This is an optimization exercise on Yosys and OpenROAD, whose aim is small area, a short achievable clock period and few clock cycles per item, not a production implementation.
The RTL was checked by simulation tests, not by an equivalence proof against the original design.
Power and IR drop assume default switching activity.

<file path="flow/standard.sh">
#!/bin/bash
# synth_recipe.tcl (not shown) runs the flow's synth.tcl, then flattens the netlist and writes it again
# the make line also repeats each setting of config.mk as NAME=value (left out here)
make -C /OpenROAD-flow-scripts/flow DESIGN_CONFIG=/design/flow/config.mk WORK_HOME=/design/flow/orfs CLKGATE_MAP_FILE= SYNTH_SCRIPT=/design/flow/synth_recipe.tcl "${@:-finish}"
</file>
<file path="flow/constraint.sdc">
create_clock -name core_clock -period 6.0 [get_ports {clk}]
set_input_delay 1.2000 -clock core_clock [delete_from_list [all_inputs] [get_ports {clk}]]
set_output_delay 1.2000 -clock core_clock [all_outputs]
set_load 0.01 [all_outputs]
</file>
<file path="flow/design.v">
module systolic_array_nxn #(
    parameter int unsigned N      = 4,
    parameter int unsigned DATA_W = 8,
    parameter int unsigned K_MAX  = 16,
    parameter int unsigned ACC_W  = 20,
    localparam int unsigned KW    = $clog2(K_MAX + 1)
) (
    input  logic                   clk,
    input  logic                   rst,
    input  logic                   enable,
    input  logic                   start,
    input  logic [KW-1:0]          k_len,
    input  logic                   in_valid,
    input  logic [N*DATA_W-1:0]    a_col,
    input  logic [N*DATA_W-1:0]    b_row,
    input  logic                   out_ready,
    output logic                   busy,
    output logic                   in_ready,
    output logic                   out_valid,
    output logic [N*N*ACC_W-1:0]   c_flat,
    output logic                   ovf
);
    localparam int unsigned PW = 29;    
    localparam logic [1:0] StIdle  = 2'd0;
    localparam logic [1:0] StFeed  = 2'd1;
    localparam logic [1:0] StFlush = 2'd2;
    localparam logic [1:0] StDone  = 2'd3;
    logic [1:0]        state_q, state_d;
    logic [KW-1:0]     rem_q, rem_d;
    logic              busy_q, rdy_q, out_valid_q, idle_q;
    logic [PW-1:0]     p_q   [N][N];        
    logic [ACC_W-1:0]  acc_q [N][N];
    logic accept;
    assign in_ready = rdy_q & enable;
    assign accept   = in_valid & in_ready;
    for (genvar i = 0; i < N; i++) begin : g_row
        for (genvar j = 0; j < N; j++) begin : g_col
            logic [PW-1:0]    np_d;
            logic [ACC_W-1:0] nsum;    
            prod_tree u_prod (
                .a  (a_col[i*DATA_W +: DATA_W]),
                .b  (b_row[j*DATA_W +: DATA_W]),
                .np (np_d)
            );
            always_ff @(posedge clk) p_q[i][j] <= ~(np_d | {PW{~accept}});
            acc_add u_acc (
                .acc (acc_q[i][j]),
                .p   (p_q[i][j]),
                .ns  (nsum)
            );
            always_ff @(posedge clk) acc_q[i][j] <= ~(nsum | {ACC_W{idle_q}});
        end
    end
    always_comb begin
        state_d = state_q;
        rem_d   = rem_q;
        case (state_q)
            StIdle: begin
                if (start) begin
                    rem_d   = k_len;
                    state_d = (k_len == '0) ? StDone : StFeed;
                end
            end
            StFeed: begin
                if (accept) begin
                    rem_d = rem_q - KW'(1);
                    if (rem_q == KW'(1)) state_d = StFlush;
                end
            end
            StFlush: state_d = StDone;
            StDone: begin
                if (out_ready) state_d = StIdle;
            end
            default: state_d = StIdle;
        endcase
    end
    always_ff @(posedge clk or posedge rst) begin
        if (rst) begin
            state_q     <= StIdle;
            rem_q       <= '0;
            busy_q      <= 1'b0;
            rdy_q       <= 1'b0;
            out_valid_q <= 1'b0;
            idle_q      <= 1'b1;
        end else if (enable) begin
            state_q     <= state_d;
            rem_q       <= rem_d;
            busy_q      <= (state_d != StIdle);
            rdy_q       <= (state_d == StFeed);
            out_valid_q <= (state_d == StDone);
            idle_q      <= (state_d == StIdle);
        end
    end
    always_comb begin
        for (int i = 0; i < N; i++) begin
            for (int j = 0; j < N; j++) begin
                c_flat[(i*N+j)*ACC_W +: ACC_W] = acc_q[i][j];
            end
        end
    end
    assign busy      = busy_q;
    assign out_valid = out_valid_q;
    assign ovf       = 1'b0;
endmodule
module prod_tree (
    input  logic [7:0] a,
    input  logic [7:0] b,
    output logic [28:0] np
);
    logic n4, n5, n6, n7, n8, n10, n11, n12, n13, n14, n15, n16, n17, n18, n19, n20, n21, n22, n23, n24, n25, n26, n27, n28, n29, n30, n31, n32, n33, n34, n35, n36, n37, n38, n39, n40, n41, n42, n43, n44, n45, n46, n47, n48, n49, n50, n51, n52, n53, n54, n55, n56, n57, n58, n59, n60, n61, n62, n63, n65, n66, n67, n68, n69, n70, n71, n72, n73, n74, n75, n76, n77, n78, n79, n80, n81, n82, n83, n84, n85, n86, n87, n88, n89, n90, n91, n92, n93, n94, n95, n96, n97, n98, n99, n100, n101, n102, n103, n104, n105, n106, n107, n108, n109, n110, n111, n112, n113, n114, n115, n116, n117, n118, n119, n120, n121, n122, n123, n124;
    assign np[0] = ~(a[0] & b[0]);
    assign np[1] = ~(a[0] & b[1]);
    assign np[3] = ~(a[0] & b[2]);
    assign n4 = ~(a[0] & b[3]);
    assign n5 = ~(a[0] & b[4]);
    assign n6 = ~(a[0] & b[5]);
    assign n7 = ~(a[0] & b[6]);
    assign n8 = ~(a[0] & b[7]);
    assign np[2] = ~(a[1] & b[0]);
    assign n10 = ~(a[1] & b[1]);
    assign n11 = ~(a[1] & b[2]);
    assign n12 = ~(a[1] & b[3]);
    assign n13 = ~(a[1] & b[4]);
    assign n14 = ~(a[1] & b[5]);
    assign n15 = ~(a[1] & b[6]);
    assign n16 = ~(a[1] & b[7]);
    assign n17 = ~(a[2] & b[0]);
    assign n18 = ~(a[2] & b[1]);
    assign n19 = ~(a[2] & b[2]);
    assign n20 = ~(a[2] & b[3]);
    assign n21 = ~(a[2] & b[4]);
    assign n22 = ~(a[2] & b[5]);
    assign n23 = ~(a[2] & b[6]);
    assign n24 = ~(a[2] & b[7]);
    assign n25 = ~(a[3] & b[0]);
    assign n26 = ~(a[3] & b[1]);
    assign n27 = ~(a[3] & b[2]);
    assign n28 = ~(a[3] & b[3]);
    assign n29 = ~(a[3] & b[4]);
    assign n30 = ~(a[3] & b[5]);
    assign n31 = ~(a[3] & b[6]);
    assign n32 = ~(a[3] & b[7]);
    assign n33 = ~(a[4] & b[0]);
    assign n34 = ~(a[4] & b[1]);
    assign n35 = ~(a[4] & b[2]);
    assign n36 = ~(a[4] & b[3]);
    assign n37 = ~(a[4] & b[4]);
    assign n38 = ~(a[4] & b[5]);
    assign n39 = ~(a[4] & b[6]);
    assign n40 = ~(a[4] & b[7]);
    assign n41 = ~(a[5] & b[0]);
    assign n42 = ~(a[5] & b[1]);
    assign n43 = ~(a[5] & b[2]);
    assign n44 = ~(a[5] & b[3]);
    assign n45 = ~(a[5] & b[4]);
    assign n46 = ~(a[5] & b[5]);
    assign n47 = ~(a[5] & b[6]);
    assign n48 = ~(a[5] & b[7]);
    assign n49 = ~(a[6] & b[0]);
    assign n50 = ~(a[6] & b[1]);
    assign n51 = ~(a[6] & b[2]);
    assign n52 = ~(a[6] & b[3]);
    assign n53 = ~(a[6] & b[4]);
    assign n54 = ~(a[6] & b[5]);
    assign n55 = ~(a[6] & b[6]);
    assign n56 = ~(a[6] & b[7]);
    assign n57 = ~(a[7] & b[0]);
    assign n58 = ~(a[7] & b[1]);
    assign n59 = ~(a[7] & b[2]);
    assign n60 = ~(a[7] & b[3]);
    assign n61 = ~(a[7] & b[4]);
    assign n62 = ~(a[7] & b[5]);
    assign n63 = ~(a[7] & b[6]);
    assign np[27] = ~(a[7] & b[7]);
    assign n65 = ~(n14 ^ n21);
    assign n66 = n14 | n21;
    fa u68 (.x(n15), .y(n22), .z(n29), .s(n67), .co(n68));
    assign n69 = ~(n36 ^ n43);
    assign n70 = n36 | n43;
    fa u72 (.x(n16), .y(n23), .z(n30), .s(n71), .co(n72));
    assign n73 = ~(n37 ^ n44);
    assign n74 = n37 | n44;
    fa u76 (.x(n24), .y(n31), .z(n38), .s(n75), .co(n76));
    assign n77 = ~(n12 ^ n19);
    assign n78 = n12 | n19;
    fa u80 (.x(n13), .y(n20), .z(n27), .s(n79), .co(n80));
    assign n81 = ~(n34 ^ n41);
    assign n82 = n34 | n41;
    fa u84 (.x(n28), .y(n35), .z(n42), .s(n83), .co(n84));
    fa u86 (.x(n49), .y(n7), .z(n65), .s(n85), .co(n86));
    fa u88 (.x(n50), .y(n57), .z(n8), .s(n87), .co(n88));
    fa u90 (.x(n66), .y(n69), .z(n67), .s(n89), .co(n90));
    fa u92 (.x(n51), .y(n58), .z(n70), .s(n91), .co(n92));
    fa u94 (.x(n73), .y(n68), .z(n71), .s(n93), .co(n94));
    fa u96 (.x(n45), .y(n52), .z(n59), .s(n95), .co(n96));
    fa u98 (.x(n74), .y(n72), .z(n75), .s(n97), .co(n98));
    fa u100 (.x(n32), .y(n39), .z(n46), .s(n99), .co(n100));
    fa u102 (.x(n53), .y(n60), .z(n76), .s(n101), .co(n102));
    fa u104 (.x(n40), .y(n47), .z(n54), .s(n103), .co(n104));
    assign n105 = ~(n11 ^ n18);
    assign n106 = n11 | n18;
    fa u108 (.x(n26), .y(n33), .z(n5), .s(n107), .co(n108));
    fa u110 (.x(n6), .y(n78), .z(n81), .s(n109), .co(n110));
    fa u112 (.x(n82), .y(n80), .z(n83), .s(n111), .co(n112));
    fa u114 (.x(n84), .y(n87), .z(n86), .s(n113), .co(n114));
    fa u116 (.x(n88), .y(n91), .z(n90), .s(n115), .co(n116));
    fa u118 (.x(n95), .y(n92), .z(n94), .s(n117), .co(n118));
    fa u120 (.x(n96), .y(n99), .z(n101), .s(n119), .co(n120));
    fa u122 (.x(n61), .y(n100), .z(n103), .s(n121), .co(n122));
    fa u124 (.x(n48), .y(n55), .z(n62), .s(n123), .co(n124));
    assign np[4] = ~(n10 ^ n17);
    assign np[5] = n10 | n17;
    fa u128 (.x(n25), .y(n4), .z(n105), .s(np[6]), .co(np[7]));
    fa u130 (.x(n106), .y(n77), .z(n107), .s(np[8]), .co(np[9]));
    fa u132 (.x(n108), .y(n79), .z(n109), .s(np[10]), .co(np[11]));
    fa u134 (.x(n110), .y(n85), .z(n111), .s(np[12]), .co(np[13]));
    fa u136 (.x(n112), .y(n89), .z(n113), .s(np[14]), .co(np[15]));
    fa u138 (.x(n93), .y(n114), .z(n115), .s(np[16]), .co(np[17]));
    fa u140 (.x(n97), .y(n116), .z(n117), .s(np[18]), .co(np[19]));
    fa u142 (.x(n98), .y(n118), .z(n119), .s(np[20]), .co(np[21]));
    fa u144 (.x(n102), .y(n121), .z(n120), .s(np[22]), .co(np[24]));
    fa u146 (.x(n104), .y(n123), .z(n122), .s(np[23]), .co(np[26]));
    fa u148 (.x(n56), .y(n63), .z(n124), .s(np[25]), .co(np[28]));
endmodule
module acc_add (
    input  logic [19:0] acc,
    input  logic [28:0] p,
    output logic [19:0] ns
);
    logic n1, n2, n3, n4, n5, n6, n7, n8, n9, n10, n11, n12, n13, n14, n15, n16, n17, n18, n19, n20, n21, n22, n23, n24, n25, n26, n27, n28, n29, n30, n31, n32, n33, n34, n35, n36, n37, n38, n39, n40, n41, n42, n43, n44, n45, n46, n47, n48, n49, n50, n51, n52, n53, n54, n55, n56, n57, n58, n59, n60, n61, n62, n63, n64, n65, n66, n67, n68, n69, n70, n71, n72, n73, n74, n75, n76, n77, n78, n79, n80, n81, n82, n83, n84, n85, n86, n87, n88, n89, n90, n91, n92, n93, n94, n95, n96, n97, n98, n99, n100, n101, n102, n103, n104, n105, n106, n107, n108, n109, n110, n111, n112, n113, n114, n115, n116, n117, n118, n119, n120, n121, n122, n123, n124, n125, n126, n127, n128, n129, n130, n131, n132, n133, n134;
    assign n1 = acc[1] ^ p[1];
    assign n2 = acc[1] & p[1];
    fa u4 (.x(acc[2]), .y(p[3]), .z(p[4]), .s(n3), .co(n4));
    fa u6 (.x(acc[3]), .y(p[5]), .z(p[6]), .s(n5), .co(n6));
    fa u8 (.x(acc[4]), .y(p[7]), .z(p[8]), .s(n7), .co(n8));
    fa u10 (.x(acc[5]), .y(p[10]), .z(p[9]), .s(n9), .co(n10));
    fa u12 (.x(acc[6]), .y(p[11]), .z(p[12]), .s(n11), .co(n12));
    fa u14 (.x(acc[7]), .y(p[13]), .z(p[14]), .s(n13), .co(n14));
    fa u16 (.x(acc[8]), .y(p[15]), .z(p[16]), .s(n15), .co(n16));
    fa u18 (.x(acc[9]), .y(p[17]), .z(p[18]), .s(n17), .co(n18));
    fa u20 (.x(acc[10]), .y(p[19]), .z(p[20]), .s(n19), .co(n20));
    fa u22 (.x(acc[11]), .y(p[21]), .z(p[22]), .s(n21), .co(n22));
    fa u24 (.x(acc[12]), .y(p[23]), .z(p[24]), .s(n23), .co(n24));
    fa u26 (.x(acc[13]), .y(p[25]), .z(p[26]), .s(n25), .co(n26));
    fa u28 (.x(acc[14]), .y(p[27]), .z(p[28]), .s(n27), .co(n28));
    assign n29 = acc[0] & p[0];
    assign n30 = acc[0] ^ p[0];
    assign n31 = p[2] & n1;
    assign n32 = p[2] ^ n1;
    assign n33 = n2 & n3;
    assign n34 = n2 ^ n3;
    assign n35 = n4 & n5;
    assign n36 = n4 ^ n5;
    assign n37 = n6 & n7;
    assign n38 = n6 ^ n7;
    assign n39 = n8 & n9;
    assign n40 = n8 ^ n9;
    assign n41 = n10 & n11;
    assign n42 = n10 ^ n11;
    assign n43 = n12 & n13;
    assign n44 = n12 ^ n13;
    assign n45 = n14 & n15;
    assign n46 = n14 ^ n15;
    assign n47 = n16 & n17;
    assign n48 = n16 ^ n17;
    assign n49 = n18 & n19;
    assign n50 = n18 ^ n19;
    assign n51 = n20 & n21;
    assign n52 = n20 ^ n21;
    assign n53 = n22 & n23;
    assign n54 = n22 ^ n23;
    assign n55 = n24 & n25;
    assign n56 = n24 ^ n25;
    assign n57 = n26 & n27;
    assign n58 = n26 ^ n27;
    assign n59 = acc[15] & n28;
    assign n60 = acc[15] ^ n28;
    assign n61 = acc[16] & 1'b0;
    assign n62 = acc[16] ^ 1'b0;
    assign n63 = acc[17] & 1'b0;
    assign n64 = acc[17] ^ 1'b0;
    assign n65 = acc[18] & 1'b0;
    assign n66 = acc[18] ^ 1'b0;
    assign n67 = acc[19] & 1'b0;
    assign n68 = acc[19] ^ 1'b0;
    assign n69 = n31 | (n32 & n29);
    assign n70 = n32 & n30;
    assign n71 = n35 | (n36 & n33);
    assign n72 = n36 & n34;
    assign n73 = n39 | (n40 & n37);
    assign n74 = n40 & n38;
    assign n75 = n43 | (n44 & n41);
    assign n76 = n44 & n42;
    assign n77 = n47 | (n48 & n45);
    assign n78 = n48 & n46;
    assign n79 = n51 | (n52 & n49);
    assign n80 = n52 & n50;
    assign n81 = n55 | (n56 & n53);
    assign n82 = n56 & n54;
    assign n83 = n59 | (n60 & n57);
    assign n84 = n60 & n58;
    assign n85 = n63 | (n64 & n61);
    assign n86 = n64 & n62;
    assign n87 = n67 | (n68 & n65);
    assign n88 = n68 & n66;
    assign n89 = n71 | (n72 & n69);
    assign n90 = n72 & n70;
    assign n91 = n75 | (n76 & n73);
    assign n92 = n76 & n74;
    assign n93 = n79 | (n80 & n77);
    assign n94 = n80 & n78;
    assign n95 = n83 | (n84 & n81);
    assign n96 = n84 & n82;
    assign n97 = n87 | (n88 & n85);
    assign n98 = n88 & n86;
    assign n99 = n91 | (n92 & n89);
    assign n100 = n92 & n90;
    assign n101 = n95 | (n96 & n93);
    assign n102 = n96 & n94;
    assign n103 = n101 | (n102 & n99);
    assign n104 = n102 & n100;
    assign n105 = n93 | (n94 & n99);
    assign n106 = n94 & n100;
    assign n107 = n97 | (n98 & n103);
    assign n108 = n98 & n104;
    assign n109 = n73 | (n74 & n89);
    assign n110 = n74 & n90;
    assign n111 = n77 | (n78 & n99);
    assign n112 = n78 & n100;
    assign n113 = n81 | (n82 & n105);
    assign n114 = n82 & n106;
    assign n115 = n85 | (n86 & n103);
    assign n116 = n86 & n104;
    assign n117 = n33 | (n34 & n69);
    assign n118 = n34 & n70;
    assign n119 = n37 | (n38 & n89);
    assign n120 = n38 & n90;
    assign n121 = n41 | (n42 & n109);
    assign n122 = n42 & n110;
    assign n123 = n45 | (n46 & n99);
    assign n124 = n46 & n100;
    assign n125 = n49 | (n50 & n111);
    assign n126 = n50 & n112;
    assign n127 = n53 | (n54 & n105);
    assign n128 = n54 & n106;
    assign n129 = n57 | (n58 & n113);
    assign n130 = n58 & n114;
    assign n131 = n61 | (n62 & n103);
    assign n132 = n62 & n104;
    assign n133 = n65 | (n66 & n115);
    assign n134 = n66 & n116;
    assign ns[0] = ~n30;
    assign ns[1] = ~(n32 ^ n29);
    assign ns[2] = ~(n34 ^ n69);
    assign ns[3] = ~(n36 ^ n117);
    assign ns[4] = ~(n38 ^ n89);
    assign ns[5] = ~(n40 ^ n119);
    assign ns[6] = ~(n42 ^ n109);
    assign ns[7] = ~(n44 ^ n121);
    assign ns[8] = ~(n46 ^ n99);
    assign ns[9] = ~(n48 ^ n123);
    assign ns[10] = ~(n50 ^ n111);
    assign ns[11] = ~(n52 ^ n125);
    assign ns[12] = ~(n54 ^ n105);
    assign ns[13] = ~(n56 ^ n127);
    assign ns[14] = ~(n58 ^ n113);
    assign ns[15] = ~(n60 ^ n129);
    assign ns[16] = ~(n62 ^ n103);
    assign ns[17] = ~(n64 ^ n131);
    assign ns[18] = ~(n66 ^ n115);
    assign ns[19] = ~(n68 ^ n133);
endmodule
module fa (
    input  logic x,
    input  logic y,
    input  logic z,
    output logic s,
    output logic co
);
    assign s  = x ^ y ^ z;
    assign co = (x & y) | (x & z) | (y & z);
endmodule
</file>
<file path="flow/config.mk">
export PLATFORM = sky130hd
export DESIGN_NAME = systolic_array_nxn
export DESIGN_NICKNAME = systolic_array_nxn
export VERILOG_FILES = /design/flow/design.v
export SDC_FILE = /design/flow/constraint.sdc
export NUM_CORES = 4
export LEC_CHECK = 0
export CAP_MARGIN = 20
export CORE_MARGIN = 2
export CORE_UTILIZATION = 40
export SLEW_MARGIN = 20
export SYNTH_HIERARCHICAL = 1
export SYNTH_MINIMUM_KEEP_SIZE = 0
</file>
<file path="flow/flow/ports.tcl">
# Run by ORFS just before and just after the resize step (PRE_RESIZE_TCL,
# POST_RESIZE_TCL). The ports were buffered with sky130_fd_sc_hd__buf_1
# (BUFFER_PORTS_ARGS), which global placement may have resized. An input
# port's buffer that drives many gates becomes sky130_fd_sc_hd__buf_6.
set n 0
set block [ord::get_db_block]
foreach bt [$block getBTerms] {
  if {[$bt getIoType] != "INPUT"} { continue }
  set net [$bt getNet]
  if {$net eq "NULL"} { continue }
  foreach it [$net getITerms] {
    set inst [$it getInst]
    set master [[$inst getMaster] getName]
    if {![regexp {^sky130_fd_sc_hd__(clk)?buf_[0-9]+$} $master]} { continue }
    set fanout 0
    foreach out [$inst getITerms] {
      if {[$out isOutputSignal] && [$out getNet] ne "NULL"} {
        set fanout [expr {[llength [[$out getNet] getITerms]] - 1}]
      }
    }
    if {$fanout > 8 && $master ne "sky130_fd_sc_hd__buf_6"} {
      replace_cell [$inst getName] sky130_fd_sc_hd__buf_6
      incr n
    }
  }
}
puts "Made $n input port buffers sky130_fd_sc_hd__buf_6"
</file>
<file path="flow/flow/run.sh">
#!/bin/bash
# The standard layout (standard.sh), except for the port buffers: every port
# is buffered with sky130_fd_sc_hd__buf_1 (outputs drive only the 0.01 pF
# load) instead of the cell ORFS picks, and flow/ports.tcl then makes the
# buffers of input ports that fan out to many gates sky130_fd_sc_hd__buf_6.
set -euo pipefail
here=$(pwd)
bash standard.sh "BUFFER_PORTS_ARGS=-buffer_cell sky130_fd_sc_hd__buf_1" "PRE_RESIZE_TCL=$here/flow/ports.tcl" "POST_RESIZE_TCL=$here/flow/ports.tcl" finish > standard_flow.log 2>&1
</file>
==> flow_summary.yaml, run 1 <==
outcome:
  run_status: "no timing/DRC/antenna violations"
job:
  drv_cap: 0
timing:
  fin_skew_ns: 0.0215
  tightest_slew_ns: 1.02
  min_period_ns: 3.57
  hold_ws_ns: 0.473
  slew_headroom_pct: 31.7
  finalCritPeriodShare_pct: 59.5
  finalSetupTns_ns: 0
  finalMaxSlewViolations: 0
  setup_viol: 0
  fmax_ghz: 0.280
  finalHoldViolCount: 0
  rsz0062_at_grt: "false"
  setup_slack_ns: 2.43
setup_path:
  required_ns: 6.57
  worstSetupPathType: "in -> reg"
  r2r_setup_slack_ns: 2.73
  slowest_delay_ns: 0.56
  critical_path_buf_inv_count: 2
  cp.arrival_ns: 4.13
  r2r_cells: 9
  crit_slowest_cell: "fa_1"
  path_cells: "clkbuf_2, buf_4, nand2_1, fa_1, fa_1, fa_1, fa_1, nor2_1"
  critPathTopFamily: "adder cells"
  cp_max_fo: 15
  r2r_end: "acc_q[7][19]"
  r2r-start: "acc_q[7][5]"
  crit_path_end_kind: "flop"
  startpoint_type: "input port"
  path_common_cell: "fa_1"
logic_synthesis:
  ys_seq_elements: 795
  async_reset_ff_share_pct: 1.38
  ys_types: 46
  ys_warn_count: 11
  netlist_instances: 5362
  syn_area_per_cell_um2: 10.1
  synth_area_um2: 54100
  seq_area_frac_synth_pct: 29.5
  synthFlopType: "dfxtp_1"
  synth-edff-count: 0
placement:
  hpwl_um: 105000
  globalplace.congestion: 0.818
  dp_slack_ns: 1.73
  numPortBuffers: 397
clocking:
  cts_resized: 0
  cts.htree.levels: 3
  cts_sinks: 795
  cts_tree: "done"
  hold_buffers: 0
  root_buffer: "clkbuf_16"
  clk_latency_ns: 0.71
  cts_buffers: 96
  path_clk_slew_ns: 0.07
  clk_path_buf_depth: 3
  post_cts_buffers: 0
die:
  rows: 134
  die_y_um: 372
  core-area_um2: 134000
  initial_core_util_pct: 40.4
  die_w_um: 372
  io_pins: 399
  floorplan.die_area_um2: 138000
power_and_ir_drop:
  p_leak_uw: 0.0261
  powerDensity_nw_per_um2: 308
  ir_drop_v: 0.000259
detailed_routing:
  drt_iter0_drc: 1808
  vias: 36980
  ant_nets: 0
  drc: 0
  viasPerCell: 4.87
  dr.pass1.iters: 7
  wl_um: 142000
  avgRoutedWirePerCell_um: 18.8
global_routing:
  grt_pass1_wl_um: 226000
  met1_usage_pct: 28.4
  grt_overflow: 0
  antenna_found_initial: 1
  grt_pass1_vias: 39514
  grt_util_met3_pct: 6.08
  use_met2_pct: 33.8
  grtUsageTotal_pct: 21.3
  busiest_layer: "met2"
  grt_max_degree: 144
min_path:
  timing.hold.worst.class: "in -> async"
final_layout:
  syn_to_final_growth_pct: 12.9
  final_cell_mix: "917 x nand2_1, 896 x fa_1, 839 x nor2_1, 784 x dfxtp_1, 486 x inv_1"
  nNetsFinal: 7116
  drive_gt1_share_pct: 6.41
  final_common_cell: "nand2_1"
==> state kept, by name, summed over array words and instances (netlist names) <==
signal,cells
acc_q,320
busy_q,1
idle_q,1
out_valid_q,1
p_q,464
rdy_q,1
rem_q,5
state_q,2
==> per-module statistics from Yosys, one instance, submodules excluded <==
module	times used	flip-flops and latches	cell area, um^2
acc_add	16	0	738
fa	768	0	20.0
prod_tree	16	0	445
systolic_array_nxn	1	795	19800
==> where the power goes <==
group | switching [uW] | internal, uW | leakage [uW]
Sequential | 696 | 6050 | 0.00650
Combinational | 3580 | 2380 | 0.0180
Clock | 2450 | 3660 | 0.00162
Total | 6720 | 12100 | 0.0261
==> cell families after synthesis <==
logic type	synth area share (%)
AND/OR/NAND/NOR	15.8
AO/OA/AOI/OAI	4.63
buffers and inverters	5.27
XOR/XNOR	2.33
adder cells (fa/ha/maj)	42.4
flip-flops	29.5
other	0.00693
==> worst max-delay path by stage <==
stage / from / end / slack, ns / cells past startpoint
finish: b_row[12] / p_q[13][18] / 2.43 / 8
global route: b_row[12] / p_q[13][18] / 2.38 / 8
CTS: b_row[12] / p_q[13][18] / 2.51 / 8
detailed placement: b_row[12] / p_q[13][18] / 1.73 / 8
global placement: b_row[13] / p_q[1][20] / 1.53 / 8
floorplan: a_col[27] / p_q[14][20] / 2.51 / 7
==> worst register-to-register path, stage by stage, from the launching register on <==
cell and delay [ns]:
dfxtp_1 0.45, fa_1 0.47, ha_1 0.35, o211ai_1 0.12, a21oi_2 0.25, o21ai_2 0.16
a211oi_2 0.85, ha_1 0.32, xnor2_1 0.12, nor2_1 0.05
==> metrics by stage <==
step	instances	power (uW)	util (%)	instance area [um^2]
final	7592	18800	45.6	61100
after global routing	7590	20300	45.6	61100
after CTS	7590	19200	45.6	61100
after detailed placement	7413	12900	43.2	57800
after global placement	7413	12700	42.9	57500
after floorplan	5362	10800	-	54100
==> cell usage after synthesis, types with 2 or more instances <==
cell type	n	area, um^2
buf_6	2	22.5
o21ai_2	34	298
nor2b_1	16	100
nand3_1	2	10.0
nor3_1	18	90.1
clkbuf_1	27	101
dfxtp_1	784	15700
o21ai_0	40	200
o21a_1	32	240
o211ai_1	16	120
xor2_1	16	140
buf_4	42	315
nor4_1	2	12.5
a21o_1	16	120
a21oi_1	148	741
a21oi_2	16	140
a211oi_2	32	400
ha_1	402	5030
fa_1	896	17900
nand2b_1	49	307
nor2_1	839	3150
dfrtp_1	10	250
nand2_1	918	3450
and2_1	224	1400
o21ai_1	32	160
inv_1	486	1820
xnor2_1	128	1120
buf_2	117	586
==> routing by layer <==
metal	vias up	wire, um
met2	956	64100
met5	-	0
met4	0	4340
met3	214	11400
met1	18548	62600
li1	17262	-
==> final cells by class <==
cell class / count / area (um^2)
fill: 12762 / 72800
multi-input combinational: 3892 / 35300
sequential: 795 / 16000
clock buffer: 135 / 2770
timing repair buffer: 471 / 2480
tap: 1768 / 2210
inverter: 487 / 1830
clock inverter: 42 / 543
antenna: 2 / 5.00
Testbench counts, summed over its fixed seeds: cycles 44,891, jobs 3,200.
==> run 2: changes to the inputs <==
--- a/flow/design.v
+++ b/flow/design.v
@@ -172,20 +172,15 @@
     assign n62 = ~(a[7] & b[5]);
     assign n63 = ~(a[7] & b[6]);
     assign np[27] = ~(a[7] & b[7]);
-    assign n65 = ~(n14 ^ n21);
-    assign n66 = n14 | n21;
+    fa u66 (.x(n14), .y(n21), .z(1'b1), .s(n65), .co(n66));
     fa u68 (.x(n15), .y(n22), .z(n29), .s(n67), .co(n68));
-    assign n69 = ~(n36 ^ n43);
-    assign n70 = n36 | n43;
+    fa u70 (.x(n36), .y(n43), .z(1'b1), .s(n69), .co(n70));
     fa u72 (.x(n16), .y(n23), .z(n30), .s(n71), .co(n72));
-    assign n73 = ~(n37 ^ n44);
-    assign n74 = n37 | n44;
+    fa u74 (.x(n37), .y(n44), .z(1'b1), .s(n73), .co(n74));
     fa u76 (.x(n24), .y(n31), .z(n38), .s(n75), .co(n76));
-    assign n77 = ~(n12 ^ n19);
-    assign n78 = n12 | n19;
+    fa u78 (.x(n12), .y(n19), .z(1'b1), .s(n77), .co(n78));
     fa u80 (.x(n13), .y(n20), .z(n27), .s(n79), .co(n80));
-    assign n81 = ~(n34 ^ n41);
-    assign n82 = n34 | n41;
+    fa u82 (.x(n34), .y(n41), .z(1'b1), .s(n81), .co(n82));
     fa u84 (.x(n28), .y(n35), .z(n42), .s(n83), .co(n84));
     fa u86 (.x(n49), .y(n7), .z(n65), .s(n85), .co(n86));
     fa u88 (.x(n50), .y(n57), .z(n8), .s(n87), .co(n88));
@@ -197,8 +192,7 @@
     fa u100 (.x(n32), .y(n39), .z(n46), .s(n99), .co(n100));
     fa u102 (.x(n53), .y(n60), .z(n76), .s(n101), .co(n102));
     fa u104 (.x(n40), .y(n47), .z(n54), .s(n103), .co(n104));
-    assign n105 = ~(n11 ^ n18);
-    assign n106 = n11 | n18;
+    fa u106 (.x(n11), .y(n18), .z(1'b1), .s(n105), .co(n106));
     fa u108 (.x(n26), .y(n33), .z(n5), .s(n107), .co(n108));
     fa u110 (.x(n6), .y(n78), .z(n81), .s(n109), .co(n110));
     fa u112 (.x(n82), .y(n80), .z(n83), .s(n111), .co(n112));
@@ -208,8 +202,7 @@
     fa u120 (.x(n96), .y(n99), .z(n101), .s(n119), .co(n120));
     fa u122 (.x(n61), .y(n100), .z(n103), .s(n121), .co(n122));
     fa u124 (.x(n48), .y(n55), .z(n62), .s(n123), .co(n124));
-    assign np[4] = ~(n10 ^ n17);
-    assign np[5] = n10 | n17;
+    fa u126 (.x(n10), .y(n17), .z(1'b1), .s(np[4]), .co(np[5]));
     fa u128 (.x(n25), .y(n4), .z(n105), .s(np[6]), .co(np[7]));
     fa u130 (.x(n106), .y(n77), .z(n107), .s(np[8]), .co(np[9]));
     fa u132 (.x(n108), .y(n79), .z(n109), .s(np[10]), .co(np[11]));
==> run 2 against run 1 <==
Effect of this change: critical endpoint is now p_q[0][20]; count of clock-buffer cells in the layout up 1; hold slack worse by 0.025 ns; critical path type unchanged; clock skew grew 0.011 ns; largest power group unchanged; global-route usage fell by 1.1 points; via count is essentially flat; design area rose by 0.82%; cell count decreased by 0.46%; first-iteration DRC count is 4.8% higher.
==> flow_summary.yaml, run 2 <==
timing:
  slew_headroom_pct: 39.0
  finalSetupTns_ns: 0
  fmax_ghz: 0.300
  setup_viol: 0
  tightest_slew_ns: 0.916
  rsz0062_at_grt: "false"
  min_period_ns: 3.33
  finalMaxSlewViolations: 0
  finalHoldViolCount: 0
  fin_skew_ns: 0.0326
  finalCritPeriodShare_pct: 55.5
detailed_routing:
  drc: 0
  dr.pass1.iters: 6
  ant_nets: 0
  vias: 36958
  drt_iter0_drc: 1894
  viasPerCell: 4.89
  avgRoutedWirePerCell_um: 18.9
  wl_um: 143000
global_routing:
  grt_pass1_vias: 39792
  antenna_found_initial: 1
  grt_max_degree: 158
  grtUsageTotal_pct: 20.3
  grt_overflow: 0
  grt_pass1_wl_um: 228000
power_and_ir_drop:
  powerDensity_nw_per_um2: 322
  ir_drop_v: 0.000227
  p_leak_uw: 0.0257
  power_uw: 19800
min_path:
  timing.hold.worst.class: "in -> async"
clocking:
  path_clk_slew_ns: 0.06
  cts_buffers: 98
  cts.htree.levels: 3
  clk_latency_ns: 0.72
  root_buffer: "clkbuf_16"
  cts_tree: "done"
  post_cts_buffers: 0
  clk_path_buf_depth: 3
  cts_sinks: 795
  hold_buffers: 0
  cts_resized: 0
setup_path:
  r2r_end: "acc_q[6][19]"
  crit_path_end_kind: "flop"
  cp.arrival_ns: 3.89
  r2r_cells: 9
  required_ns: 6.56
  r2r_setup_slack_ns: 2.88
  startpoint_type: "input port"
  r2r-start: "acc_q[6][5]"
  worstSetupPathType: "in -> reg"
  cp_max_fo: 21
final_layout:
  final_cell_mix: "1125 x nand2_1, 1008 x fa_1, 839 x nor2_1, 784 x dfxtp_1, 333 x buf_1"
  drive_gt1_share_pct: 7.78
  multiInputGateArea_um2: 36600
  largest_register: "p_q"
  nNetsFinal: 6972
  largest_reg_flops: 464
  fillCellCount: 13441
  seq_area_um2: 16000
  top_regs: "p_q (464), acc_q (320), rem_q (5)"
  fin_area_um2: 61600
  final_common_cell: "nand2_1"
  syn_to_final_growth_pct: 8.94
  antenna_cells: 0
die:
  floorplan.die_area_um2: 144000
  die_y_um: 380
  io_pins: 399
  die_w_um: 380
  core-area_um2: 140000
  initial_core_util_pct: 40.4
  rows: 137
logic_synthesis:
  synthFlopType: "dfxtp_1"
  async_reset_ff_share_pct: 1.38
  ys_seq_elements: 795
  ys_warn_count: 11
  synth-edff-count: 0
  synthTopCellsByCount: "1126 x nand2_1, 1008 x fa_1, 839 x nor2_1"
  seq_area_frac_synth_pct: 28.2
  synth_area_leader_cell: "fa_1"
  syn_area_per_cell_um2: 10.6
  synthDominantCellAreaShare_pct: 35.7
  synth_area_um2: 56600
  ys_types: 48
  synth_most_common_cell: "nand2_1"
  yosys-top-cells-area: "fa_1 36%, dfxtp_1 28%, nand2_1 7.5%"
  netlist_instances: 5314
placement:
  hpwl_um: 106000
  globalplace.congestion: 0.826
  dpl_cell_area_um2: 58200
  numPortBuffers: 397
job:
  drv_cap: 0
outcome:
  run_status: "no timing/DRC/antenna violations"
## run 2: cell count changes after synthesis, sizes merged, moves of 32 or more
cell   previous run  this run
and2            224         0
fa              896      1008
inv             487       263
ha              402       290
nand2           918      1158
buf             161       321
a21oi           164       132
## run 2: routing by layer
metal  up-vias  wire length [um]  track usage (%)
met5         -                 0                0
li1      16799                 -                -
met4         0              3640             5.45
met2       998             66000             32.8
met1     18965             62300             26.7
met3       196             10800             5.59
## run 2: area by class of cell
class                           count  share of cell area, %
Multi-Input combinational cell   4004                   59.3
Sequential cell                   795                   25.9
Clock buffer                      136                   4.67
Tap cell                         1876                   3.81
Timing Repair Buffer              437                   3.79
Inverter                          263                   1.60
Clock inverter                     46                  0.901
## run 2: worst max path at each step
stage,slack [ns],from,depth (start not counted),to
2_1_floorplan,2.55,a_col[29],7,p_q[14][16]
3_3_place_gp,1.66,b_row[29],7,p_q[11][16]
3_5_place_dp,1.99,b_row[13],8,p_q[13][16]
4_1_cts,2.74,b_row[6],8,p_q[0][20]
5_1_grt,2.62,b_row[6],8,p_q[0][20]
6_report,2.67,b_row[6],8,p_q[0][20]
## run 2: report_power, final
group | total (uW) | internal (uW) | switching [uW]
clock network | 6250 | 3750 | 2490
logic | 6720 | 2680 | 4040
registers | 6860 | 6110 | 752
## run 2: Yosys stat by module (local to each module, per instance)
module	cells	flops+latches	times used	area [um^2]
fa	1	0	880	20.0
acc_add	88	0	16	769
systolic_array_nxn	1730	795	1	19800
prod_tree	81	0	16	427
## run 2: logic make-up after synthesis
family,share of synthesized area [%]
other,0.113
adders and majority gates,42.1
and+or+nand+nor,14.3
DFF,28.2
xor gates and xnor gates,2.23
buffers and inverters,7.80
AOI/OAI and AO/OA,5.28
## run 2: through the flow
stage / std cells / worst slack, ns / util, % / hold WS, ns
2_1_floorplan: 5410 / 2.55 / - / 0.473
3_3_place_gp: 7375 / 1.66 / 41.3 / 0.483
3_5_place_dp: 7375 / 1.99 / 41.6 / 0.494
4_1_cts: 7557 / 2.74 / 44.1 / 0.391
5_1_grt: 7557 / 2.62 / 44.1 / 0.448
6_report: 7557 / 2.67 / 44.1 / 0.448
## run 2: worst max-delay path, stage by stage
cell	delay [ns]
buf_6	0.15
buf_4	0.34
nand2_1	0.15
fa_1	0.46
fa_1	0.55
fa_1	0.45
fa_1	0.53
nor2_1	0.05
Testbench counts of run 2, summed over its fixed seeds: cycles 44,891, jobs 3,200.
==> run 3: changes to the inputs <==
==> flow/flow/run.sh (replaced) <==
#!/bin/bash
# The standard layout (standard.sh), except for the port buffers: every port
# is buffered with sky130_fd_sc_hd__buf_1 (outputs drive only the 0.01 pF
# load) instead of the cell ORFS picks, and flow/ports.tcl then makes the
# buffers of input ports that fan out to several pins sky130_fd_sc_hd__buf_8.
set -euo pipefail
here=$(pwd)
bash standard.sh "BUFFER_PORTS_ARGS=-buffer_cell sky130_fd_sc_hd__buf_1" "PRE_RESIZE_TCL=$here/flow/ports.tcl" "POST_RESIZE_TCL=$here/flow/ports.tcl" finish > standard_flow.log 2>&1
--- a/flow/flow/ports.tcl
+++ b/flow/flow/ports.tcl
@@ -1,7 +1,7 @@
 # Run by ORFS just before and just after the resize step (PRE_RESIZE_TCL,
 # POST_RESIZE_TCL). The ports were buffered with sky130_fd_sc_hd__buf_1
 # (BUFFER_PORTS_ARGS), which global placement may have resized. An input
-# port's buffer that drives many gates becomes sky130_fd_sc_hd__buf_6.
+# port's buffer that drives more than 3 pins becomes sky130_fd_sc_hd__buf_8.
 set n 0
 set block [ord::get_db_block]
 foreach bt [$block getBTerms] {
@@ -18,10 +18,10 @@
         set fanout [expr {[llength [[$out getNet] getITerms]] - 1}]
       }
     }
-    if {$fanout > 8 && $master ne "sky130_fd_sc_hd__buf_6"} {
-      replace_cell [$inst getName] sky130_fd_sc_hd__buf_6
+    if {$fanout > 3 && $master ne "sky130_fd_sc_hd__buf_8"} {
+      replace_cell [$inst getName] sky130_fd_sc_hd__buf_8
       incr n
     }
   }
 }
-puts "Made $n input port buffers sky130_fd_sc_hd__buf_6"
+puts "Made $n input port buffers sky130_fd_sc_hd__buf_8"
==> run 3 against run 2 <==
Effect of this change: still clean; hold slack better by 0.0021 ns; routed wire length increased by 0.48%; core utilization increased by 0.15 points; sequential share of layout area shrank 0.089 points; count of clock-buffer cells in the layout fell by 10; design area grew 0.35%; via count is 0.39% lower; synthesized area unchanged; largest cell class unchanged; highest routed layer unchanged.
==> flow_summary.yaml, run 3 <==
logic_synthesis:
  synth_area_leader_cell: "fa_1"
  synthDominantCellAreaShare_pct: 35.7
  async_reset_ff_share_pct: 1.38
  synth_most_common_cell: "nand2_1"
  synthTopCellsByCount: "1126 x nand2_1, 1008 x fa_1, 839 x nor2_1"
  ys_seq_elements: 795
  synth_area_um2: 56600
  yosys-top-cells-area: "fa_1 36%, dfxtp_1 28%, nand2_1 7.5%"
  synthFlopType: "dfxtp_1"
  netlist_instances: 5314
  ys_warn_count: 11
  synth-edff-count: 0
  seq_area_frac_synth_pct: 28.2
  ys_types: 48
  syn_area_per_cell_um2: 10.6
final_layout:
  nNetsFinal: 6971
  top_regs: "p_q (464), acc_q (320), rem_q (5)"
  syn_to_final_growth_pct: 9.32
  seq_area_um2: 16000
  fin_cells: 7557
  fin_area_um2: 61800
  antenna_cells: 0
  final_common_cell: "nand2_1"
  largest_reg_flops: 464
  final_core_util_pct: 44.2
  largest_register: "p_q"
  drive_gt1_share_pct: 7.76
  fillCellCount: 13390
  final_cell_mix: "1125 x nand2_1, 1008 x fa_1, 839 x nor2_1, 784 x dfxtp_1, 332 x buf_1"
  multiInputGateArea_um2: 36600
timing:
  finalSetupTns_ns: 0
  finalHoldViolCount: 0
  rsz0062_at_grt: "false"
  slew_headroom_pct: 38.5
  fmax_ghz: 0.304
  setup_slack_ns: 2.71
  finalMaxSlewViolations: 0
  finalCritPeriodShare_pct: 54.8
  setup_viol: 0
  tightest_slew_ns: 0.923
  min_period_ns: 3.29
  fin_skew_ns: 0.0269
detailed_routing:
  drt_iter0_drc: 2021
  avgRoutedWirePerCell_um: 19.0
  ant_nets: 0
  dr.pass1.iters: 7
  drc: 0
  vias: 36813
  viasPerCell: 4.87
  wl_um: 143000
setup_path:
  critical_path_buf_inv_count: 2
  required_ns: 6.58
  cp_max_fo: 21
  worstSetupPathType: "in -> reg"
  crit_slowest_cell: "fa_1"
  path_common_cell: "fa_1"
  cp.arrival_ns: 3.87
  crit_path_end_kind: "flop"
  startpoint_type: "input port"
  slowest_delay_ns: 0.55
  path_cells: "buf_8, buf_4, nand2_1, fa_1, fa_1, fa_1, fa_1, nor2_1"
  critPathTopFamily: "adder cells"
placement:
  numPortBuffers: 397
  place_inst: 7375
  globalplace.congestion: 0.826
  dp_slack_ns: 2.01
  dpl_cell_area_um2: 58400
  hpwl_um: 106000
global_routing:
  grt_pass1_wl_um: 229000
  grtUsageTotal_pct: 20.4
  grt_pass1_vias: 39719
  grt_max_degree: 158
  antenna_found_initial: 1
  grt_overflow: 0
die:
  die_w_um: 380
  die_y_um: 380
  initial_core_util_pct: 40.4
  io_pins: 399
  floorplan.die_area_um2: 144000
  core-area_um2: 140000
  rows: 137
clocking:
  clk_path_buf_depth: 3
  hold_buffers: 0
  post_cts_buffers: 0
  cts.htree.levels: 3
  cts_buffers: 97
  cts_sinks: 795
  cts_resized: 0
  root_buffer: "clkbuf_16"
  clk_latency_ns: 0.71
  cts_tree: "done"
  path_clk_slew_ns: 0.06
power_and_ir_drop:
  ir_drop_v: 0.000242
  p_leak_uw: 0.0258
  powerDensity_nw_per_um2: 321
outcome:
  run_status: "no timing/DRC/antenna violations"
min_path:
  timing.hold.worst.class: "in -> async"
job:
  drv_cap: 0
-- run 3: cell counts after synthesis --
Identical to the previous run, type by type.
-- run 3: cells by family (layout without fill, tap and decap cells) --
logic type | count (synthesis) | in the layout | synth area share, %
fa+ha+maj | 1298 | 1298 | 42.1
compound gates | 375 | 375 | 5.28
xor+xnor | 144 | 144 | 2.23
flops | 795 | 795 | 28.2
buf+inv | 611 | 882 | 7.80
other cells | 17 | 113 | 0.113
simple gates | 2074 | 2074 | 14.3
-- run 3: power breakdown --
group	total [uW]	switching, uW	internal, uW
clock	6260	2510	3750
sequential	6860	751	6110
combinational	6750	4050	2700
total	19900	7310	12600
-- run 3: path summary, 6_finish.rpt --
| path | startpoint | end | slack, ns | depth (start not counted) |
|---|---|---|---|---|
| min reg2reg | acc_q[1][19] | acc_q[1][19] | 0.51 | 2 |
| max | b_row[6] | p_q[0][20] | 2.71 | 8 |
| max in group asynchronous | rst | idle_q | 5.21 | 2 |
| max reg2reg | acc_q[6][5] | acc_q[6][19] | 2.95 | 9 |
| min in group core_clock | acc_q[1][19] | acc_q[1][19] | 0.51 | 2 |
| min | rst | busy_q | 0.45 | 2 |
-- run 3: cell type report --
class	count	share of cell area, %
Clock inverter	56	1.13
Inverter	263	1.60
Sequential cell	795	25.8
Multi-Input combinational cell	4004	59.1
Tap cell	1876	3.80
Timing Repair Buffer	437	4.18
Clock buffer	126	4.36
-- run 3: worst register-to-register path, cell delays in order (launching register included) --
cell,delay [ns]
dfxtp_1,0.54
fa_1,0.50
ha_1,0.34
o211ai_1,0.12
a21oi_2,0.24
o21ai_2,0.15
a211oi_2,0.55
ha_1,0.28
xnor2_1,0.12
nor2_1,0.05
-- run 3: layer usage --
| metal | track usage [%] | vias to the layer above | wire length [um] |
|---|---|---|---|
| met5 | 0 | - | 0 |
| met1 | 27.2 | 18834 | 62600 |
| met3 | 5.36 | 164 | 10900 |
| met2 | 33.0 | 1036 | 66400 |
| li1 | - | 16779 | - |
| met4 | 5.28 | 0 | 3470 |
-- run 3: per-stage QoR --
| step | hold WS, ns | total power, uW |
|---|---|---|
| after floorplan | 0.473 | 11700 |
| after global placement | 0.483 | 13600 |
| after detailed placement | 0.495 | 13900 |
| after CTS | 0.390 | 20300 |
| after global routing | 0.436 | 21400 |
| final | 0.450 | 19900 |
-- run 3: per-module statistics from Yosys (local to each module, per instance) --
module,cells,cell area (um^2)
acc_add,88,769
systolic_array_nxn,1730,19800
prod_tree,81,427
fa,1,20.0
==> run 4: changes to the inputs <==
--- a/flow/config.mk
+++ b/flow/config.mk
@@ -8,6 +8,7 @@
 export CAP_MARGIN = 20
 export CORE_MARGIN = 2
 export CORE_UTILIZATION = 40
+export SETUP_SLACK_MARGIN = 2.6
 export SLEW_MARGIN = 20
 export SYNTH_HIERARCHICAL = 1
 export SYNTH_MINIMUM_KEEP_SIZE = 0
==> run 4 against run 3 <==
Effect of this change: maximum frequency is 3.2% higher; count of clock-buffer cells in the layout increased by 12; setup slack better by 0.10 ns; critical path type unchanged; register-to-register slack got worse by 0.03 ns; still clean; hold slack better by 0.010 ns; synthesized cell count did not move; critical endpoint is now p_q[3][18].
==> flow_summary.yaml, run 4 <==
outcome:
  run_status: "no timing/DRC/antenna violations"
logic_synthesis:
  ys_seq_elements: 795
  seq_area_frac_synth_pct: 28.2
  synth_most_common_cell: "nand2_1"
  syn_area_per_cell_um2: 10.6
  synth-edff-count: 0
  ys_types: 48
  netlist_instances: 5314
  synthFlopType: "dfxtp_1"
  yosys-top-cells-area: "fa_1 36%, dfxtp_1 28%, nand2_1 7.5%"
  synthTopCellsByCount: "1126 x nand2_1, 1008 x fa_1, 839 x nor2_1"
  synthDominantCellAreaShare_pct: 35.7
  ys_warn_count: 11
  async_reset_ff_share_pct: 1.38
  synth_area_leader_cell: "fa_1"
  synth_area_um2: 56600
clocking:
  cts_resized: 0
  clk_path_buf_depth: 3
  path_clk_slew_ns: 0.06
  post_cts_buffers: 0
  hold_buffers: 0
  cts.htree.levels: 3
  cts_sinks: 795
  clk_latency_ns: 0.73
  root_buffer: "clkbuf_16"
  cts_tree: "done"
  cts_buffers: 99
final_layout:
  syn_to_final_growth_pct: 9.66
  nNetsFinal: 6977
  final_common_cell: "nand2_1"
  drive_gt1_share_pct: 8.25
  final_cell_mix: "1125 x nand2_1, 977 x fa_1, 839 x nor2_1, 784 x dfxtp_1, 332 x buf_1"
  top_regs: "p_q (464), acc_q (320), rem_q (5)"
  largest_reg_flops: 464
  fin_cells: 7559
  final_core_util_pct: 44.4
  largest_register: "p_q"
timing:
  setup_viol: 0
  fin_skew_ns: 0.0313
  finalHoldViolCount: 0
  fmax_ghz: 0.314
  finalCritPeriodShare_pct: 53.1
  rsz0062_at_grt: "false"
  hold_ws_ns: 0.460
  slew_headroom_pct: 34.6
  finalSetupTns_ns: 0
  finalMaxSlewViolations: 0
  tightest_slew_ns: 0.981
  min_period_ns: 3.19
placement:
  hpwl_um: 108000
  place_inst: 7379
  numPortBuffers: 397
  globalplace.congestion: 0.825
global_routing:
  grt_overflow: 0
  grt_max_degree: 150
  grt_pass1_vias: 39834
  grtUsageTotal_pct: 20.6
  grt_pass1_wl_um: 231000
  antenna_found_initial: 3
die:
  rows: 137
  die_y_um: 380
  die_w_um: 380
  initial_core_util_pct: 40.4
  core-area_um2: 140000
  io_pins: 399
  floorplan.die_area_um2: 144000
setup_path:
  crit_slowest_cell: "fa_1"
  crit_path_end_kind: "flop"
  worstSetupPathType: "in -> reg"
  startpoint_type: "input port"
  path_cells: "buf_8, buf_4, nand2_1, fa_1, fa_1, fa_1, fa_1, nor2_1"
  path_common_cell: "fa_1"
  cp.arrival_ns: 3.77
  cp_max_fo: 15
  required_ns: 6.59
  r2r_cells: 9
  slowest_delay_ns: 0.53
detailed_routing:
  avgRoutedWirePerCell_um: 19.2
  vias: 36941
  drt_iter0_drc: 2013
  viasPerCell: 4.89
  wl_um: 145000
  ant_nets: 0
  drc: 0
  dr.pass1.iters: 5
job:
  drv_cap: 0
power_and_ir_drop:
  ir_drop_v: 0.000212
  powerDensity_nw_per_um2: 323
  p_leak_uw: 0.0259
min_path:
  timing.hold.worst.class: "in -> async"
-- run 4: worst max-delay path: cells and delay by family --
family / cells / cell delay (ns)
AND/OR/NAND/NOR: 2 / 0.16
buffers and inverters: 2 / 0.46
adder cells (fa/ha/maj): 4 / 1.93
-- run 4: cells by family after synthesis --
| family | synth area share, % |
|---|---|
| flip-flops | 28.2 |
| AND/OR/NAND/NOR | 14.3 |
| XOR/XNOR | 2.23 |
| AO/OA/AOI/OAI | 5.28 |
| other | 0.113 |
| buffers and inverters | 7.80 |
| adder cells (fa/ha/maj) | 42.1 |
-- run 4: routing by layer --
metal	part of all wire, %	GRT usage (%)	wire length [um]
met4	2.6	5.97	3730
met1	43	26.8	62200
met2	48	34.2	69200
met3	7.0	4.97	10200
met5	0	0	0
-- run 4: worst paths after layout --
kind,endpoint,from,slack (ns)
min in group core_clock,acc_q[14][19],acc_q[14][19],0.50
hold reg to reg,acc_q[14][19],acc_q[14][19],0.50
max in group asynchronous,idle_q,rst,5.20
hold / removal,out_valid_q,rst,0.46
setup reg to reg,acc_q[6][15],acc_q[6][5],2.92
setup / recovery,p_q[3][18],b_row[27],2.81
-- run 4: layout make-up --
type	count	area (um^2)
diodes	1	2.50
fillers	13383	77800
inverters	263	987
multi-input cells	4004	36600
repair buffers	441	2620
flip-flops and latches	795	16000
well taps	1876	2350
clock inverters	41	619
clock buffers	138	2860
-- run 4: modules after synthesis, one instance, submodules excluded --
| module | copies in the design | cells inside |
|---|---|---|
| fa | 880 | 1 |
| prod_tree | 16 | 81 |
| acc_add | 16 | 88 |
| systolic_array_nxn | 1 | 1730 |
-- run 4: stage by stage --
step | setup slack (ns) | power (uW) | area [um^2]
detailed placement | 2.09 | 13900 | 58600
global route | 2.72 | 21600 | 62000
global placement | 1.63 | 13700 | 57900
floorplan | 2.58 | 11700 | 57000
finish | 2.81 | 20100 | 62000
CTS | 2.90 | 20400 | 62000
-- run 4: report_power, final --
| group | switching, uW | internal, uW |
|---|---|---|
| clock | 2490 | 3920 |
| combinational | 4020 | 2700 |
| sequential | 828 | 6110 |
==> run 5: changes to the inputs <==
--- a/flow/design.v
+++ b/flow/design.v
@@ -172,48 +172,48 @@
     assign n62 = ~(a[7] & b[5]);
     assign n63 = ~(a[7] & b[6]);
     assign np[27] = ~(a[7] & b[7]);
-    fa u66 (.x(n14), .y(n21), .z(1'b1), .s(n65), .co(n66));
-    fa u68 (.x(n15), .y(n22), .z(n29), .s(n67), .co(n68));
-    fa u70 (.x(n36), .y(n43), .z(1'b1), .s(n69), .co(n70));
-    fa u72 (.x(n16), .y(n23), .z(n30), .s(n71), .co(n72));
-    fa u74 (.x(n37), .y(n44), .z(1'b1), .s(n73), .co(n74));
-    fa u76 (.x(n24), .y(n31), .z(n38), .s(n75), .co(n76));
-    fa u78 (.x(n12), .y(n19), .z(1'b1), .s(n77), .co(n78));
-    fa u80 (.x(n13), .y(n20), .z(n27), .s(n79), .co(n80));
-    fa u82 (.x(n34), .y(n41), .z(1'b1), .s(n81), .co(n82));
-    fa u84 (.x(n28), .y(n35), .z(n42), .s(n83), .co(n84));
-    fa u86 (.x(n49), .y(n7), .z(n65), .s(n85), .co(n86));
-    fa u88 (.x(n50), .y(n57), .z(n8), .s(n87), .co(n88));
-    fa u90 (.x(n66), .y(n69), .z(n67), .s(n89), .co(n90));
-    fa u92 (.x(n51), .y(n58), .z(n70), .s(n91), .co(n92));
-    fa u94 (.x(n73), .y(n68), .z(n71), .s(n93), .co(n94));
-    fa u96 (.x(n45), .y(n52), .z(n59), .s(n95), .co(n96));
-    fa u98 (.x(n74), .y(n72), .z(n75), .s(n97), .co(n98));
-    fa u100 (.x(n32), .y(n39), .z(n46), .s(n99), .co(n100));
-    fa u102 (.x(n53), .y(n60), .z(n76), .s(n101), .co(n102));
-    fa u104 (.x(n40), .y(n47), .z(n54), .s(n103), .co(n104));
-    fa u106 (.x(n11), .y(n18), .z(1'b1), .s(n105), .co(n106));
-    fa u108 (.x(n26), .y(n33), .z(n5), .s(n107), .co(n108));
-    fa u110 (.x(n6), .y(n78), .z(n81), .s(n109), .co(n110));
-    fa u112 (.x(n82), .y(n80), .z(n83), .s(n111), .co(n112));
-    fa u114 (.x(n84), .y(n87), .z(n86), .s(n113), .co(n114));
-    fa u116 (.x(n88), .y(n91), .z(n90), .s(n115), .co(n116));
-    fa u118 (.x(n95), .y(n92), .z(n94), .s(n117), .co(n118));
-    fa u120 (.x(n96), .y(n99), .z(n101), .s(n119), .co(n120));
-    fa u122 (.x(n61), .y(n100), .z(n103), .s(n121), .co(n122));
-    fa u124 (.x(n48), .y(n55), .z(n62), .s(n123), .co(n124));
-    fa u126 (.x(n10), .y(n17), .z(1'b1), .s(np[4]), .co(np[5]));
-    fa u128 (.x(n25), .y(n4), .z(n105), .s(np[6]), .co(np[7]));
-    fa u130 (.x(n106), .y(n77), .z(n107), .s(np[8]), .co(np[9]));
-    fa u132 (.x(n108), .y(n79), .z(n109), .s(np[10]), .co(np[11]));
-    fa u134 (.x(n110), .y(n85), .z(n111), .s(np[12]), .co(np[13]));
-    fa u136 (.x(n112), .y(n89), .z(n113), .s(np[14]), .co(np[15]));
-    fa u138 (.x(n93), .y(n114), .z(n115), .s(np[16]), .co(np[17]));
-    fa u140 (.x(n97), .y(n116), .z(n117), .s(np[18]), .co(np[19]));
-    fa u142 (.x(n98), .y(n118), .z(n119), .s(np[20]), .co(np[21]));
-    fa u144 (.x(n102), .y(n121), .z(n120), .s(np[22]), .co(np[24]));
-    fa u146 (.x(n104), .y(n123), .z(n122), .s(np[23]), .co(np[26]));
-    fa u148 (.x(n56), .y(n63), .z(n124), .s(np[25]), .co(np[28]));
+    fa u66 (.x(n21), .y(n14), .z(1'b1), .s(n65), .co(n66));
+    fa u68 (.x(n29), .y(n15), .z(n22), .s(n67), .co(n68));
+    fa u70 (.x(n43), .y(n36), .z(1'b1), .s(n69), .co(n70));
+    fa u72 (.x(n30), .y(n16), .z(n23), .s(n71), .co(n72));
+    fa u74 (.x(n44), .y(n37), .z(1'b1), .s(n73), .co(n74));
+    fa u76 (.x(n38), .y(n24), .z(n31), .s(n75), .co(n76));
+    fa u78 (.x(n19), .y(n12), .z(1'b1), .s(n77), .co(n78));
+    fa u80 (.x(n27), .y(n13), .z(n20), .s(n79), .co(n80));
+    fa u82 (.x(n41), .y(n34), .z(1'b1), .s(n81), .co(n82));
+    fa u84 (.x(n42), .y(n28), .z(n35), .s(n83), .co(n84));
+    fa u86 (.x(n65), .y(n49), .z(n7), .s(n85), .co(n86));
+    fa u88 (.x(n8), .y(n50), .z(n57), .s(n87), .co(n88));
+    fa u90 (.x(n67), .y(n66), .z(n69), .s(n89), .co(n90));
+    fa u92 (.x(n70), .y(n51), .z(n58), .s(n91), .co(n92));
+    fa u94 (.x(n71), .y(n73), .z(n68), .s(n93), .co(n94));
+    fa u96 (.x(n59), .y(n45), .z(n52), .s(n95), .co(n96));
+    fa u98 (.x(n75), .y(n74), .z(n72), .s(n97), .co(n98));
+    fa u100 (.x(n46), .y(n32), .z(n39), .s(n99), .co(n100));
+    fa u102 (.x(n76), .y(n53), .z(n60), .s(n101), .co(n102));
+    fa u104 (.x(n54), .y(n40), .z(n47), .s(n103), .co(n104));
+    fa u106 (.x(n18), .y(n11), .z(1'b1), .s(n105), .co(n106));
+    fa u108 (.x(n5), .y(n26), .z(n33), .s(n107), .co(n108));
+    fa u110 (.x(n81), .y(n6), .z(n78), .s(n109), .co(n110));
+    fa u112 (.x(n83), .y(n82), .z(n80), .s(n111), .co(n112));
+    fa u114 (.x(n86), .y(n84), .z(n87), .s(n113), .co(n114));
+    fa u116 (.x(n90), .y(n88), .z(n91), .s(n115), .co(n116));
+    fa u118 (.x(n94), .y(n95), .z(n92), .s(n117), .co(n118));
+    fa u120 (.x(n101), .y(n96), .z(n99), .s(n119), .co(n120));
+    fa u122 (.x(n103), .y(n61), .z(n100), .s(n121), .co(n122));
+    fa u124 (.x(n62), .y(n48), .z(n55), .s(n123), .co(n124));
+    fa u126 (.x(n17), .y(n10), .z(1'b1), .s(np[4]), .co(np[5]));
+    fa u128 (.x(n105), .y(n25), .z(n4), .s(np[6]), .co(np[7]));
+    fa u130 (.x(n107), .y(n106), .z(n77), .s(np[8]), .co(np[9]));
+    fa u132 (.x(n109), .y(n108), .z(n79), .s(np[10]), .co(np[11]));
+    fa u134 (.x(n111), .y(n110), .z(n85), .s(np[12]), .co(np[13]));
+    fa u136 (.x(n113), .y(n112), .z(n89), .s(np[14]), .co(np[15]));
+    fa u138 (.x(n115), .y(n93), .z(n114), .s(np[16]), .co(np[17]));
+    fa u140 (.x(n117), .y(n97), .z(n116), .s(np[18]), .co(np[19]));
+    fa u142 (.x(n119), .y(n98), .z(n118), .s(np[20]), .co(np[21]));
+    fa u144 (.x(n120), .y(n102), .z(n121), .s(np[22]), .co(np[24]));
+    fa u146 (.x(n122), .y(n104), .z(n123), .s(np[23]), .co(np[26]));
+    fa u148 (.x(n124), .y(n56), .z(n63), .s(np[25]), .co(np[28]));
 endmodule
 module acc_add (
     input  logic [19:0] acc,
@@ -223,19 +223,19 @@
     logic n1, n2, n3, n4, n5, n6, n7, n8, n9, n10, n11, n12, n13, n14, n15, n16, n17, n18, n19, n20, n21, n22, n23, n24, n25, n26, n27, n28, n29, n30, n31, n32, n33, n34, n35, n36, n37, n38, n39, n40, n41, n42, n43, n44, n45, n46, n47, n48, n49, n50, n51, n52, n53, n54, n55, n56, n57, n58, n59, n60, n61, n62, n63, n64, n65, n66, n67, n68, n69, n70, n71, n72, n73, n74, n75, n76, n77, n78, n79, n80, n81, n82, n83, n84, n85, n86, n87, n88, n89, n90, n91, n92, n93, n94, n95, n96, n97, n98, n99, n100, n101, n102, n103, n104, n105, n106, n107, n108, n109, n110, n111, n112, n113, n114, n115, n116, n117, n118, n119, n120, n121, n122, n123, n124, n125, n126, n127, n128, n129, n130, n131, n132, n133, n134;
     assign n1 = acc[1] ^ p[1];
     assign n2 = acc[1] & p[1];
-    fa u4 (.x(acc[2]), .y(p[3]), .z(p[4]), .s(n3), .co(n4));
-    fa u6 (.x(acc[3]), .y(p[5]), .z(p[6]), .s(n5), .co(n6));
-    fa u8 (.x(acc[4]), .y(p[7]), .z(p[8]), .s(n7), .co(n8));
-    fa u10 (.x(acc[5]), .y(p[10]), .z(p[9]), .s(n9), .co(n10));
-    fa u12 (.x(acc[6]), .y(p[11]), .z(p[12]), .s(n11), .co(n12));
-    fa u14 (.x(acc[7]), .y(p[13]), .z(p[14]), .s(n13), .co(n14));
-    fa u16 (.x(acc[8]), .y(p[15]), .z(p[16]), .s(n15), .co(n16));
-    fa u18 (.x(acc[9]), .y(p[17]), .z(p[18]), .s(n17), .co(n18));
-    fa u20 (.x(acc[10]), .y(p[19]), .z(p[20]), .s(n19), .co(n20));
-    fa u22 (.x(acc[11]), .y(p[21]), .z(p[22]), .s(n21), .co(n22));
-    fa u24 (.x(acc[12]), .y(p[23]), .z(p[24]), .s(n23), .co(n24));
-    fa u26 (.x(acc[13]), .y(p[25]), .z(p[26]), .s(n25), .co(n26));
-    fa u28 (.x(acc[14]), .y(p[27]), .z(p[28]), .s(n27), .co(n28));
+    fa u4 (.x(p[4]), .y(acc[2]), .z(p[3]), .s(n3), .co(n4));
+    fa u6 (.x(p[6]), .y(acc[3]), .z(p[5]), .s(n5), .co(n6));
+    fa u8 (.x(p[8]), .y(acc[4]), .z(p[7]), .s(n7), .co(n8));
+    fa u10 (.x(p[9]), .y(acc[5]), .z(p[10]), .s(n9), .co(n10));
+    fa u12 (.x(p[12]), .y(acc[6]), .z(p[11]), .s(n11), .co(n12));
+    fa u14 (.x(p[14]), .y(acc[7]), .z(p[13]), .s(n13), .co(n14));
+    fa u16 (.x(p[16]), .y(acc[8]), .z(p[15]), .s(n15), .co(n16));
+    fa u18 (.x(p[18]), .y(acc[9]), .z(p[17]), .s(n17), .co(n18));
+    fa u20 (.x(p[20]), .y(acc[10]), .z(p[19]), .s(n19), .co(n20));
+    fa u22 (.x(p[22]), .y(acc[11]), .z(p[21]), .s(n21), .co(n22));
+    fa u24 (.x(p[24]), .y(acc[12]), .z(p[23]), .s(n23), .co(n24));
+    fa u26 (.x(p[26]), .y(acc[13]), .z(p[25]), .s(n25), .co(n26));
+    fa u28 (.x(p[28]), .y(acc[14]), .z(p[27]), .s(n27), .co(n28));
     assign n29 = acc[0] & p[0];
     assign n30 = acc[0] ^ p[0];
     assign n31 = p[2] & n1;
--- a/flow/config.mk
+++ b/flow/config.mk
@@ -8,7 +8,6 @@
 export CAP_MARGIN = 20
 export CORE_MARGIN = 2
 export CORE_UTILIZATION = 40
-export SETUP_SLACK_MARGIN = 2.6
 export SLEW_MARGIN = 20
 export SYNTH_HIERARCHICAL = 1
 export SYNTH_MINIMUM_KEEP_SIZE = 0
==> run 5 against run 4 <==
Effect of this change: clock power decreased by 4.4%; design area down 0.47%; global-route usage is 0.87 points lower; die area stayed put; setup slack got worse by 0.13 ns; routed wire length is 5.0% lower; count of clock-buffer cells in the layout grew 1; non-clock buffer count is 5 higher; critical path type unchanged; sequential power up 0.6%; sequential share of layout area is 0.12 points higher.
==> flow_summary.yaml, run 5 <==
timing:
  finalMaxSlewViolations: 0
  finalHoldViolCount: 0
  min_period_ns: 3.32
  tightest_slew_ns: 0.924
  fin_skew_ns: 0.0314
  finalCritPeriodShare_pct: 55.4
  fmax_ghz: 0.301
die:
  die_w_um: 380
  core-area_um2: 140000
  floorplan.die_area_um2: 144000
  die_y_um: 380
  initial_core_util_pct: 40.4
global_routing:
  grtUsageTotal_pct: 19.8
  antenna_found_initial: 3
  grt_pass1_vias: 40111
  grt_max_degree: 178
  grt_overflow: 0
logic_synthesis:
  seq_area_frac_synth_pct: 28.2
  synth_area_leader_cell: "fa_1"
  synth_area_um2: 56600
  synthDominantCellAreaShare_pct: 35.7
  synth-edff-count: 0
  async_reset_ff_share_pct: 1.38
  synth_most_common_cell: "nand2_1"
  synthTopCellsByCount: "1126 x nand2_1, 1008 x fa_1, 839 x nor2_1"
  ys_types: 48
  ys_warn_count: 11
  synthFlopType: "dfxtp_1"
  yosys-top-cells-area: "fa_1 36%, dfxtp_1 28%, nand2_1 7.5%"
clocking:
  post_cts_buffers: 0
  cts.htree.levels: 3
  root_buffer: "clkbuf_16"
  cts_buffers: 96
  hold_buffers: 0
  cts_resized: 0
  clk_path_buf_depth: 3
  cts_tree: "done"
detailed_routing:
  drt_iter0_drc: 1851
  ant_nets: 0
  dr.pass1.iters: 5
  avgRoutedWirePerCell_um: 18.3
  wl_um: 138000
  viasPerCell: 4.85
setup_path:
  worstSetupPathType: "in -> reg"
  r2r-start: "acc_q[7][5]"
  cp.arrival_ns: 3.88
  r2r_setup_slack_ns: 3.12
  r2r_end: "acc_q[7][15]"
  required_ns: 6.56
  r2r_cells: 9
  cp_max_fo: 32
  crit_path_end_kind: "flop"
final_layout:
  fin_cells: 7560
  drive_gt1_share_pct: 7.67
  largest_register: "p_q"
  top_regs: "p_q (464), acc_q (320), rem_q (5)"
  final_core_util_pct: 44.1
  syn_to_final_growth_pct: 9.14
  fin_area_um2: 61700
  final_common_cell: "nand2_1"
placement:
  globalplace.congestion: 0.826
  dp_slack_ns: 1.97
  dpl_cell_area_um2: 58400
  place_inst: 7384
  hpwl_um: 104000
min_path:
  timing.hold.worst.class: "in -> async"
power_and_ir_drop:
  powerDensity_nw_per_um2: 320
  ir_drop_v: 0.000219
  p_leak_uw: 0.0258
outcome:
  run_status: "no timing/DRC/antenna violations"
job:
  drv_cap: 0
## run 5: cell types whose count changed in the layout (fill, tap and decap cells not counted), sizes merged
cell	change
clkinv	+2
buf	+4
inv	+3
clkbuf	+2
bufinv	-5
clkinvlp	-5
## run 5: metrics by stage
stage / hold slack (ns) / total power, uW
2_1_floorplan: 0.473 / 11700
6_report: 0.456 / 19700
3_5_place_dp: 0.494 / 13800
4_1_cts: 0.407 / 20100
3_3_place_gp: 0.488 / 13600
5_1_grt: 0.469 / 21300
## run 5: worst max-delay path by stage
stage | endpoint | cells past startpoint | startpoint | slack, ns
2_1_floorplan | p_q[14][18] | 7 | a_col[28] | 2.62
3_3_place_gp | p_q[5][16] | 7 | b_row[13] | 1.78
3_5_place_dp | p_q[1][18] | 8 | a_col[4] | 1.97
4_1_cts | p_q[0][16] | 8 | a_col[4] | 2.75
5_1_grt | p_q[0][18] | 8 | a_col[4] | 2.63
6_report | p_q[1][18] | 8 | a_col[4] | 2.68
## run 5: final cells by class
class | count | area (um^2)
repair buffers | 446 | 2540
fillers | 13331 | 78100
clock inverters | 36 | 472
multi-input cells | 4004 | 36600
inverters | 263 | 987
well taps | 1876 | 2350
diodes | 1 | 2.50
clock buffers | 139 | 2870
flip-flops and latches | 795 | 16000
## run 5: power breakdown
group	internal [uW]	switching (uW)
combinational	2680	3960
sequential	6110	868
clock	3700	2410
total	12500	7240
## run 5: logic make-up after synthesis
kind of cell | after synthesis | share of synthesized area (%)
adders and majority gates | 1298 | 42.1
DFF | 795 | 28.2
xor gates and xnor gates | 144 | 2.23
other | 17 | 0.113
AOI/OAI and AO/OA | 375 | 5.28
and+or+nand+nor | 2074 | 14.3
buffers and inverters | 611 | 7.80
## run 5: Yosys stat by module, one instance, submodules excluded
module	cells inside	flops+latches
prod_tree	81	0
systolic_array_nxn	1730	795
fa	1	0
acc_add	88	0
## run 5: metal layers
metal	vias up	track usage, %	part of all wire (%)
li1	16770	-	-
met1	18813	25.9	44
met2	919	32.3	47
met3	177	4.55	6.6
met4	0	6.58	3.0
met5	-	0	0
## run 5: critical path, cell delays in order
cell and delay (ns):
buf_1 0.07, buf_4 0.43, nand2_1 0.15, fa_1 0.52, fa_1 0.47, fa_1 0.46, fa_1 0.50, nor2_1 0.04
Testbench counts of run 5, summed over its fixed seeds: cycles 44,891, jobs 3,200.
